What follows belongs to an exercise in optimizing a design on an open flow for small area, a short achievable clock period and few clock cycles per item; a production flow would make more cautious choices. In this exercise RTL edits were held to simulation tests only and were not proved equivalent to the original. No activity file was given, so power comes from the tool's default toggle rates.

## job 7270
## rv_core
module rv_core (
    input  logic                                 clk_i,
    input  logic                                 rstn_i,
    input  logic [rv_core_pkg::xlen-1:0]         imem_data_i,   
    input  logic [rv_core_pkg::xlen-1:0]         addr_i,        
    output logic [rv_core_pkg::xlen-1:0]         imem_addr_o,
    output logic [rv_core_pkg::xlen-1:0]         data_o,        
    output logic                                 update_o,      
    output logic [rv_core_pkg::xlen-1:0]         pc_o,
    output logic [rv_core_pkg::xlen-1:0]         instr_o,
    output logic [rv_core_pkg::reg_addr_w-1:0]   reg_addr_o,
    output logic [rv_core_pkg::xlen-1:0]         reg_data_o,
    output logic [rv_core_pkg::xlen-1:0]         mem_addr_o,
    output logic [rv_core_pkg::xlen-1:0]         mem_data_o,
    output logic                                 mem_wrt_o
);
Size in the first run: ~1,700 flip-flops, roughly 0.076 mm² of cells after synthesis.
Settings: LEC_CHECK=0, CAP_MARGIN=20, CORE_MARGIN=2, CORE_UTILIZATION=55, PLACE_DENSITY=0.7, SETUP_SLACK_MARGIN=3.5, SLEW_MARGIN=20; clock period 9.0 ns.
run.sh (not shown) runs the stock make flow with config.mk's settings and CLKGATE_MAP_FILE= SYNTH_SCRIPT=/design/flow/synth_recipe.tcl, a recipe that flattens the netlist after the stock synthesis.
Job 7270 ended with every stage complete and zero timing, DRC or antenna violations.
Testbench counts of job 7270, summed over its fixed seeds: cycles 472,582, instrs 110,324.
Setup changes, job 7270 to job 5039
# job 7270
export LEC_CHECK = 0
export CAP_MARGIN = 20
export CORE_MARGIN = 2
export CORE_UTILIZATION = 55
export PLACE_DENSITY = 0.7
export SETUP_SLACK_MARGIN = 3.5
export SLEW_MARGIN = 20
create_clock -name core_clock -period 9.0 [get_ports {clk_i}]
# job 5039
export LEC_CHECK = 0
export CAP_MARGIN = 20
export CORE_MARGIN = 2
export CORE_UTILIZATION = 35
export PLACE_DENSITY = 0.5
export SETUP_SLACK_MARGIN = 3.5
export SLEW_MARGIN = 20
create_clock -name core_clock -period 9.0 [get_ports {clk_i}]
Notes after the runs:
Going from job 7270 to job 5039, clock power grows by about 7%. On job 5039: routed wire length is 11% higher than what job 7270 gave. Cell count: job 5039 higher than job 7270. Layout overhead on the synthesized area: job 5039 and job 7270 compared, higher one is job 5039. Looking at clock insertion delay at the later pin of the skew report, job 5039 sits 0.04 ns above job 7270. Going from job 7270 to job 5039, number of vias per cell went down 0.88; post-route minimum period went down 0.074 ns. In job 5039 relative to job 7270, via count of the first global-routing pass had gone down slightly. In the metrics for job 5039 and job 7270, the one carrying the higher count of non-CTS buffers in the layout is job 5039. Of job 5039 and job 7270, the lower number of DRC markers in iteration 0 belongs to job 5039. Compared with job 7270, job 5039 ends up with more cell area.
Here is what was changed in the inputs of job 1555 compared with job 5039.
# job 5039
export LEC_CHECK = 0
export CAP_MARGIN = 20
export CORE_MARGIN = 2
export CORE_UTILIZATION = 35
export PLACE_DENSITY = 0.5
export SETUP_SLACK_MARGIN = 3.5
export SLEW_MARGIN = 20
create_clock -name core_clock -period 9.0 [get_ports {clk_i}]
# job 1555
export LEC_CHECK = 0
export CAP_MARGIN = 20
export CORE_MARGIN = 2
export CORE_UTILIZATION = 35
export CTS_CLUSTER_DIAMETER = 50
export CTS_CLUSTER_SIZE = 25
export PLACE_DENSITY = 0.5
export SETUP_SLACK_MARGIN = 3.5
export SLEW_MARGIN = 20
create_clock -name core_clock -period 9.0 [get_ports {clk_i}]
==> results.txt <==
Diff job 1555..job 5039 | final-report setup violation count | negligible
Job 5039 -> job 1555: overall routed net length decreased slightly
Non-clock buffer count in the final layout (higher): job 5039
In job 1555, the length of routed wiring on met1 came out 1.8% below the value in job 5039.
| actual transition at the worst max-transition pin | lower: job 1555 |
The clock transition at the registers of the reported paths was comparable across job 1555 and job 5039.
When job 1555 is set beside job 5039, its period utilization turns out to be 0.88 points larger.
Taking job 5039 as the reference, in job 1555 mean routed wirelength per cell lower; design area roughly the same; proportion of cell area occupied by registers roughly the same; switching power of the nets higher.

========
JK:
rv_core, a different RTL version from the one above (not shown whole).
Size in the first run: ~6300 cells after synthesis.
==> flow/design.v (excerpt) <==
module rv_core (
    input  logic                                 clk_i,
    input  logic                                 rstn_i,
    input  logic [rv_core_pkg::xlen-1:0]         imem_data_i,   
    input  logic [rv_core_pkg::xlen-1:0]         addr_i,        
    output logic [rv_core_pkg::xlen-1:0]         imem_addr_o,
    output logic [rv_core_pkg::xlen-1:0]         data_o,        
    output logic                                 update_o,      
    output logic [rv_core_pkg::xlen-1:0]         pc_o,
    output logic [rv_core_pkg::xlen-1:0]         instr_o,
    output logic [rv_core_pkg::reg_addr_w-1:0]   reg_addr_o,
    output logic [rv_core_pkg::xlen-1:0]         reg_data_o,
    output logic [rv_core_pkg::xlen-1:0]         mem_addr_o,
    output logic [rv_core_pkg::xlen-1:0]         mem_data_o,
    output logic                                 mem_wrt_o
);
    localparam int XL  = rv_core_pkg::xlen;
    localparam int NW  = rv_core_pkg::dmem_words;
    localparam int IW  = rv_core_pkg::dmem_idx_w;
    localparam int NR  = 31;                     
    localparam int NRT = 11;                     
    localparam int NWT = 8;                      
    logic [2:0]            ph;                   
    logic [2:0]            clr;                  
    logic                  upd, mw, wv;          
    logic [4:0]            t;                    
    logic [XL-1:0]         pc;                   
    logic [XL-1:0]         pcr, ir;              
    logic [XL-1:0]         opa, opb;             
    logic [4:0]            pa, pb;               
    logic [XL-1:0]         res;                  
    logic [4:0]            rdw;                  
    logic [NR-1:0][XL-1:0] ring;
    logic [NW-1:0][XL-1:0] mem;
    logic [6:0]  op;
    logic [2:0]  f3;
    logic [4:0]  rd;
    logic        d_lui, d_wr, d_load, d_store, d_mem, d_branch, d_jal, d_bsel, d_sub;
    logic        last;
    assign op  = ir[6:0];
    assign f3  = ir[14:12];
    assign rd  = ir[11:7];
    always_ff @(posedge clk_i) begin
        d_lui    <= (op == rv_core_pkg::op_lui);
  ...
clock: 9.0 ns
lec_check: 0
cap_margin: 20
core_margin: 2
core_utilization: 35
gpl_timing_driven: 0
place_density: 0.5
setup_slack_margin: 3.5
slew_margin: 20
standard.sh (not shown) runs the stock make flow with config.mk's settings and CLKGATE_MAP_FILE= SYNTH_SCRIPT=/design/flow/synth_recipe.tcl, a recipe that flattens the netlist after the stock synthesis.
==> flow/flow/run.sh <==
#!/bin/bash
# Standard layout, with the port buffers made from plain buffers instead of the delay cells
# that buffer_ports picks by default, and clock tree synthesis without dummy loads.
# Each tool's output goes to a log file here.
set -euo pipefail
export BUFFER_PORTS_ARGS="-buffer_cell sky130_fd_sc_hd__buf_2"
export CTS_ARGS="-sink_clustering_enable -repair_clock_nets -sink_clustering_size 30 -sink_clustering_max_diameter 60 -dont_use_dummy_load"
bash standard.sh finish > standard_make.log 2>&1
JK | status: complete | timing, DRC, antenna: pass
Testbench counts of JK, summed over its fixed seeds: cycles 472,582, instrs 110,324.
What MS does differently from JK at the input level:
# JK
export LEC_CHECK = 0
export CAP_MARGIN = 20
export CORE_MARGIN = 2
export CORE_UTILIZATION = 35
export GPL_TIMING_DRIVEN = 0
export PLACE_DENSITY = 0.5
export SETUP_SLACK_MARGIN = 3.5
export SLEW_MARGIN = 20
create_clock -name core_clock -period 9.0 [get_ports {clk_i}]
# MS
export LEC_CHECK = 0
export CAP_MARGIN = 20
export CORE_MARGIN = 2
export CORE_UTILIZATION = 35
export PLACE_DENSITY = 0.5
export SETUP_SLACK_MARGIN = 4.1
export SLEW_MARGIN = 20
create_clock -name core_clock -period 9.0 [get_ports {clk_i}]
--- outcome ---
- MS ended with less total routing resource utilization after global routing than JK.
- Run comparison: JK launch point of the worst path res[3]; MS launch point of the worst path addr_i[2]
- In the reports for JK and MS, the smaller area added between synthesis and finish belongs to MS.
- As of MS, largest vdd supply drop had fallen slightly compared to JK.
- Reported for JK and MS, final setup TNS turned out identical to the last digit.
The following lists how AL was set up differently from MS:
# MS
export LEC_CHECK = 0
export CAP_MARGIN = 20
export CORE_MARGIN = 2
export CORE_UTILIZATION = 35
export PLACE_DENSITY = 0.5
export SETUP_SLACK_MARGIN = 4.1
export SLEW_MARGIN = 20
create_clock -name core_clock -period 9.0 [get_ports {clk_i}]
# AL
export LEC_CHECK = 0
export CAP_MARGIN = 20
export CORE_MARGIN = 2
export CORE_UTILIZATION = 35
export PLACE_DENSITY = 0.5
export SETUP_SLACK_MARGIN = 3.5
export SLEW_MARGIN = 20
export TNS_END_PERCENT = 5
create_clock -name core_clock -period 9.0 [get_ports {clk_i}]
Global-route usage came out lower on AL than on MS. MS has a higher maximum clock frequency than AL. Re number of CTS-inserted buffers: MS and AL aren't equal, and the lower value belongs to AL. Against MS, AL reports a final design instance area without fill that is lower.
Setup changes, AL to TR
# AL
export LEC_CHECK = 0
export CAP_MARGIN = 20
export CORE_MARGIN = 2
export CORE_UTILIZATION = 35
export PLACE_DENSITY = 0.5
export SETUP_SLACK_MARGIN = 3.5
export SLEW_MARGIN = 20
export TNS_END_PERCENT = 5
create_clock -name core_clock -period 9.0 [get_ports {clk_i}]
# TR
export LEC_CHECK = 0
export CAP_MARGIN = 20
export CORE_MARGIN = 2
export CORE_UTILIZATION = 35
export PLACE_DENSITY = 0.5
export SETUP_SLACK_MARGIN = 3.5
export SLEW_MARGIN = 20
create_clock -name core_clock -period 9.0 [get_ports {clk_i}]
==> flow/flow/run.sh <==
#!/bin/bash
# Standard layout, with the port buffers made from plain buffers instead of the delay cells
# that buffer_ports picks by default. Each tool's output goes to a log file here.
set -euo pipefail
export BUFFER_PORTS_ARGS="-buffer_cell sky130_fd_sc_hd__buf_2"
bash standard.sh finish > standard_make.log 2>&1
Results
- TR vs AL on maximum fanout along the worst path: TR is the lower one.
- Compare AL and TR | first-pass GRT wire length lower: AL
- Changes observed in TR relative to AL: post-layout worst setup margin saw an increase; post-synthesis to final-layout area growth saw an increase; final area saw an increase; met1 layer usage reported by global route saw an increase.
- Comparing TR against AL, there is no change at all in die height.
- Delta (TR minus AL): clock edge transition at the registers on the reported setup and hold paths dropped 50 ps, overall global routing resource usage was more or less identical, number of clock buffers inserted by TritonCTS has increased, number of global-route vias before repair increased 0.53%.

## afterwards: timing with drivers on the ports
How much do the figures lean on ideal ports? The routed layouts below were timed once more, with nothing changed but the port constraints. Step 1 sets driving cells, clkbuf_16 on the clock port and buf_2 on the other inputs (assumed; they add their load-dependent delay and slew). Step 2 adds t to the input delays and takes it off the output delays; t is the mean of the earliest and latest rising clock arrival at the registers after step 1. Input paths then give back, and output paths get back, about the clock's delay inside the block. a / b / c = no drivers / after step 1 / after step 2; a / b = the first two.
run | t, ns | slack for setup (ns) | worst setup path after step 2 | worst register clock-pin slew, ns
job 7270 | 0.893 | 3.397 / 3.372 / 2.733 | input to register | 0.07 / 0.07
job 5039 | 0.920 | 3.471 / 3.419 / 2.722 | input to register | 0.07 / 0.07
job 1555 | 0.930 | 3.392 / 3.340 / 2.694 | input to register | 0.09 / 0.09
JK | 0.902 | 3.188 / 3.188 / 2.641 | input to register | 0.11 / 0.11
MS | 0.886 | 3.682 / 3.523 / 3.317 | input to register | 0.11 / 0.11
AL | 0.888 | 3.411 / 3.201 / 2.736 | input to register | 0.11 / 0.11
TR | 0.943 | 3.499 / 3.212 / 2.972 | input to register | 0.08 / 0.08
After both steps every run listed still meets setup and hold. The setup slack of job 5039, which loses most, moves by -0.052 ns with the drivers and by -0.749 ns with both steps.
